Source: an optimization exercise on an open RTL-to-GDS flow (aim: small area). Production flows keep margins and buffers that such runs may drop.
Only simulation tests tie the RTL to the original design; equivalence was not proved.
No activity file was given, so power comes from the tool's default toggle rates.

## P
==> module rpc_chan_pipe, before the edit <==
module rpc_chan_pipe #(
    parameter int unsigned NumChan    = 5,
    parameter int unsigned DataWidth  = 128,
    parameter int unsigned Depth      = 2,
    parameter int unsigned WdogCycles = 1024,
    localparam int unsigned OccW      = (Depth < 1) ? 1 : $clog2(Depth + 1)
) (
    input  logic                         clk_i,
    input  logic                         rst_i,
    input  logic                         flush_i,
    input  logic [NumChan-1:0]           in_valid_i,
    output logic [NumChan-1:0]           in_ready_o,
    input  logic [NumChan*DataWidth-1:0] in_data_i,
    output logic [NumChan-1:0]           out_valid_o,
    input  logic [NumChan-1:0]           out_ready_i,
    output logic [NumChan*DataWidth-1:0] out_data_o,
    output logic [NumChan*OccW-1:0]      occ_o,
    input  logic                         wdog_clr_i,
    output logic [NumChan-1:0]           wdog_o
);
    logic init_q;
    always_ff @(posedge clk_i or posedge rst_i) begin
        if (rst_i) begin
            init_q <= 1'b0;
        end else begin
            init_q <= 1'b1;
        end
    end
    for (genvar c = 0; c < NumChan; c++) begin : g_chan
        logic                 one_q, full_q;    
        logic                 one_d, full_d;
        logic                 valid, push, pop;
        logic                 sel_hold;
        logic [DataWidth-1:0] head_q, tail_q, tail_d, din;
        assign din            = in_data_i[c*DataWidth +: DataWidth];
        assign valid          = one_q | full_q;
        assign in_ready_o[c]  = init_q & ~full_q & ~flush_i;
        assign out_valid_o[c] = valid;
        assign push           = in_valid_i[c] & in_ready_o[c];
        assign pop            = valid & out_ready_i[c];
        assign out_data_o[c*DataWidth +: DataWidth] = head_q;
        assign occ_o[c*OccW +: OccW]                = {full_q, one_q};
        always_comb begin
            one_d  = 1'b0;
            full_d = 1'b0;
            if (!flush_i) begin
                if (full_q) begin
                    full_d = ~pop;
                    one_d  = pop;
                end else if (one_q) begin
                    full_d = push & ~pop;
                    one_d  = push ~^ pop;
                end else begin
                    one_d  = push;
                end
            end
        end
        always_ff @(posedge clk_i or posedge rst_i) begin
            if (rst_i) begin
                one_q  <= 1'b0;
                full_q <= 1'b0;
            end else begin
                one_q  <= one_d;
                full_q <= full_d;
            end
        end
        assign sel_hold = valid & ~out_ready_i[c];
        assign tail_d   = ({DataWidth{full_q}} & tail_q) | ({DataWidth{~full_q}} & din);
        always_ff @(posedge clk_i) begin
            tail_q <= tail_d;
            if (!sel_hold) begin
                head_q <= tail_d;
            end
        end
    end
    localparam int unsigned    WdW     = $clog2(WdogCycles + 1);
    localparam logic [WdW-1:0] WdMax   = WdW'(WdogCycles);
    for (genvar c = 0; c < NumChan; c++) begin : g_wdog
        logic [WdW-1:0] wd_cnt_q, wd_cnt_d;
        logic           wd_flag_q, wd_flag_d;
        logic           stall;
        assign stall = out_valid_o[c] & ~out_ready_i[c] & ~flush_i;
        always_comb begin
            if (!stall) begin
                wd_cnt_d = '0;
            end else if (wd_cnt_q != WdMax) begin
                wd_cnt_d = wd_cnt_q + WdW'(1);
            end else begin
                wd_cnt_d = wd_cnt_q;
            end
            wd_flag_d = ((wd_cnt_d == WdMax) && (wd_cnt_q != WdMax))
                      || (wd_flag_q && !wdog_clr_i);
        end
        always_ff @(posedge clk_i) begin
            wd_cnt_q <= wd_cnt_d;
        end
        always_ff @(posedge clk_i or posedge rst_i) begin
            if (rst_i) begin
                wd_flag_q <= 1'b0;
            end else begin
                wd_flag_q <= wd_flag_d;
            end
        end
        assign wdog_o[c] = wd_flag_q;
    end
endmodule
Settings: LEC_CHECK=0, ABC_AREA=1, CAP_MARGIN=20, CORE_AREA=5 5 445 445, DIE_AREA=0 0 450 450, SLEW_MARGIN=20; clock period 5.0 ns.
standard.sh (not shown) runs the stock make flow with config.mk's settings and CLKGATE_MAP_FILE= SYNTH_SCRIPT=/design/flow/synth_recipe.tcl, a recipe that flattens the netlist after the stock synthesis.
==> flow/flow/run.sh <==
#!/bin/bash
# Standard layout with three changes:
#  1. after the standard synthesis, the combinational cells are re-mapped by ABC with an
#     area-oriented mapper (flow/remap.ys, flow/remap.abc); registers are left untouched;
#  2. ports are buffered with the smallest plain buffer (sky130_fd_sc_hd__buf_1);
#  3. clock tree synthesis uses larger sink clusters and inserts no dummy loads.
# Each tool's full output goes to a log file of its own in the work folder.
set -euo pipefail
W=$PWD
R=$W/orfs/results/$FLOW_PLATFORM/rpc_chan_pipe/base
YOSYS=$(command -v yosys || echo "$FLOW_HOME/../tools/install/yosys/bin/yosys")
LIB=$FLOW_HOME/platforms/$FLOW_PLATFORM/lib/sky130_fd_sc_hd__tt_025C_1v80.lib

bash standard.sh synth > flow_synth.log 2>&1

cp "$R/1_2_yosys.v" "$W/flow_std_1_2_yosys.v"
sed -e "s#@LIB@#$LIB#g" -e "s#@IN@#$W/flow_std_1_2_yosys.v#" -e "s#@TOP@#$FLOW_TOP#" \
    -e "s#@ABC@#$W/flow/remap.abc#" -e "s#@OUT@#$W/flow_remap.v#" flow/remap.ys > flow_remap.ys
"$YOSYS" -l flow_remap.log -q -s flow_remap.ys > /dev/null
cp "$W/flow_remap.v" "$R/1_2_yosys.v"
touch "$R/1_2_yosys.v"

bash standard.sh \
  "BUFFER_PORTS_ARGS=-buffer_cell sky130_fd_sc_hd__buf_1" \
  "CTS_ARGS=-sink_clustering_enable -repair_clock_nets -dont_use_dummy_load -sink_clustering_size 24 -sink_clustering_max_diameter 100 -buf_list {sky130_fd_sc_hd__clkbuf_8 sky130_fd_sc_hd__clkbuf_16}" \
  finish > flow_make.log 2>&1
==> flow/flow/remap.abc <==
strash
&get -n
&nf -p -a
&put
==> flow/flow/remap.ys <==
# Re-map the combinational cells of the standard synthesis netlist with an area-oriented ABC
# mapper. Flip-flops (and the tie cell) are kept as black boxes, so every register keeps its
# instance name and cell type.
read_liberty -ignore_miss_func @LIB@
blackbox sky130_fd_sc_hd__df* sky130_fd_sc_hd__edf* sky130_fd_sc_hd__sdf* sky130_fd_sc_hd__dl* sky130_fd_sc_hd__conb_1
read_verilog -noautowire @IN@
hierarchy -top @TOP@
flatten
opt_clean -purge
abc -script @ABC@ -liberty @LIB@ -dont_use sky130_fd_sc_hd__probe* -dont_use sky130_fd_sc_hd__lpflow*
opt_clean -purge
stat -liberty @LIB@
write_verilog -noattr -nohex -nodec @OUT@
Input-level comparison between Q and P:
diff --git a/flow/design.v b/flow/design.v
--- a/flow/design.v
+++ b/flow/design.v
@@ -71,36 +71,29 @@
             if (!sel_hold) begin
                 head_q <= tail_d;
             end
         end
     end
-    localparam int unsigned    WdW     = $clog2(WdogCycles + 1);
-    localparam logic [WdW-1:0] WdMax   = WdW'(WdogCycles);
+    localparam int unsigned WdSeqW = 10;
     for (genvar c = 0; c < NumChan; c++) begin : g_wdog
-        logic [WdW-1:0] wd_cnt_q, wd_cnt_d;
-        logic           wd_flag_q, wd_flag_d;
-        logic           stall;
-        assign stall = out_valid_o[c] & ~out_ready_i[c] & ~flush_i;
-        always_comb begin
-            if (!stall) begin
-                wd_cnt_d = '0;
-            end else if (wd_cnt_q != WdMax) begin
-                wd_cnt_d = wd_cnt_q + WdW'(1);
-            end else begin
-                wd_cnt_d = wd_cnt_q;
-            end
-            wd_flag_d = ((wd_cnt_d == WdMax) && (wd_cnt_q != WdMax))
-                      || (wd_flag_q && !wdog_clr_i);
-        end
+        logic [WdSeqW-1:0] wd_seq_q;
+        logic              wd_sat_q;
+        logic              wd_flag_q;
+        logic              stall, low_zero, last, fb;
+        assign stall    = out_valid_o[c] & ~out_ready_i[c] & ~flush_i;
+        assign low_zero = ~|wd_seq_q[WdSeqW-2:0];
+        assign last     = wd_seq_q[WdSeqW-1] & low_zero;
+        assign fb       = wd_seq_q[9] ^ wd_seq_q[6] ^ low_zero;
         always_ff @(posedge clk_i) begin
-            wd_cnt_q <= wd_cnt_d;
+            wd_seq_q <= stall ? {wd_seq_q[WdSeqW-2:0], fb} : '0;
+            wd_sat_q <= stall & (wd_sat_q | last);
         end
         always_ff @(posedge clk_i or posedge rst_i) begin
             if (rst_i) begin
                 wd_flag_q <= 1'b0;
             end else begin
-                wd_flag_q <= wd_flag_d;
+                wd_flag_q <= (stall & last & ~wd_sat_q) | (wd_flag_q & ~wdog_clr_i);
             end
         end
         assign wdog_o[c] = wd_flag_q;
     end
 endmodule
Findings:
- In the tables for P and Q, global-route usage reads lower with P.
- NOTE: via count in Q falls short of that of P
- Q vs. P: clock group share of total power went down by 0.2 points.
- Q vs P, sequential share of layout area went up by 1.4 points.
- Core utilization of the finished layout: Q vs P down 0.58 points
- P -> Q: register-to-register setup slack flat
- Per the comparison of Q with P, overall power grew by 0.075 mW; initial DRC count grew by 39%; final period demand of the worst path grew by 0.17 ns.
- The lower mean routed wirelength per cell came out of P.
- Summary of Q over P: global-route met1 utilization went up 4.8 points; synthesized cell count saw a decrease; maximum fanout encountered on the critical timing path went up.

-- static timing again, ports no longer ideal --
The flow's constraints put no driver on any port. The routed layouts listed below were extracted and timed again, unchanged, in two steps.
Step 1 (the two cells are an assumption about what drives the block):
set clk [get_ports {clk_i}]
set_driving_cell -lib_cell sky130_fd_sc_hd__clkbuf_16 $clk
set_driving_cell -lib_cell sky130_fd_sc_hd__buf_2 [delete_from_list [all_inputs] $clk]
Step 2, shift: input delay + t, output delay - t, t = (earliest + latest rising clock arrival at the registers) / 2. This alone moves slack from input paths to output paths.
Slacks: ideal / step 1 / step 2; pairs: ideal / step 1.
| run | t (ns) | slack for setup (ns) | worst setup path after step 2 | pins driven straight from the clock port |
|---|---|---|---|---|
| P | 0.750 | 1.818 / 1.749 / 1.795 | input to output | 1 |
| Q | 0.752 | 1.643 / 1.553 / 1.941 | input to output | 1 |
After both steps every run listed still meets setup and hold. The setup slack of P, which loses most, moves by -0.069 ns with the drivers and by -0.023 ns with both steps.
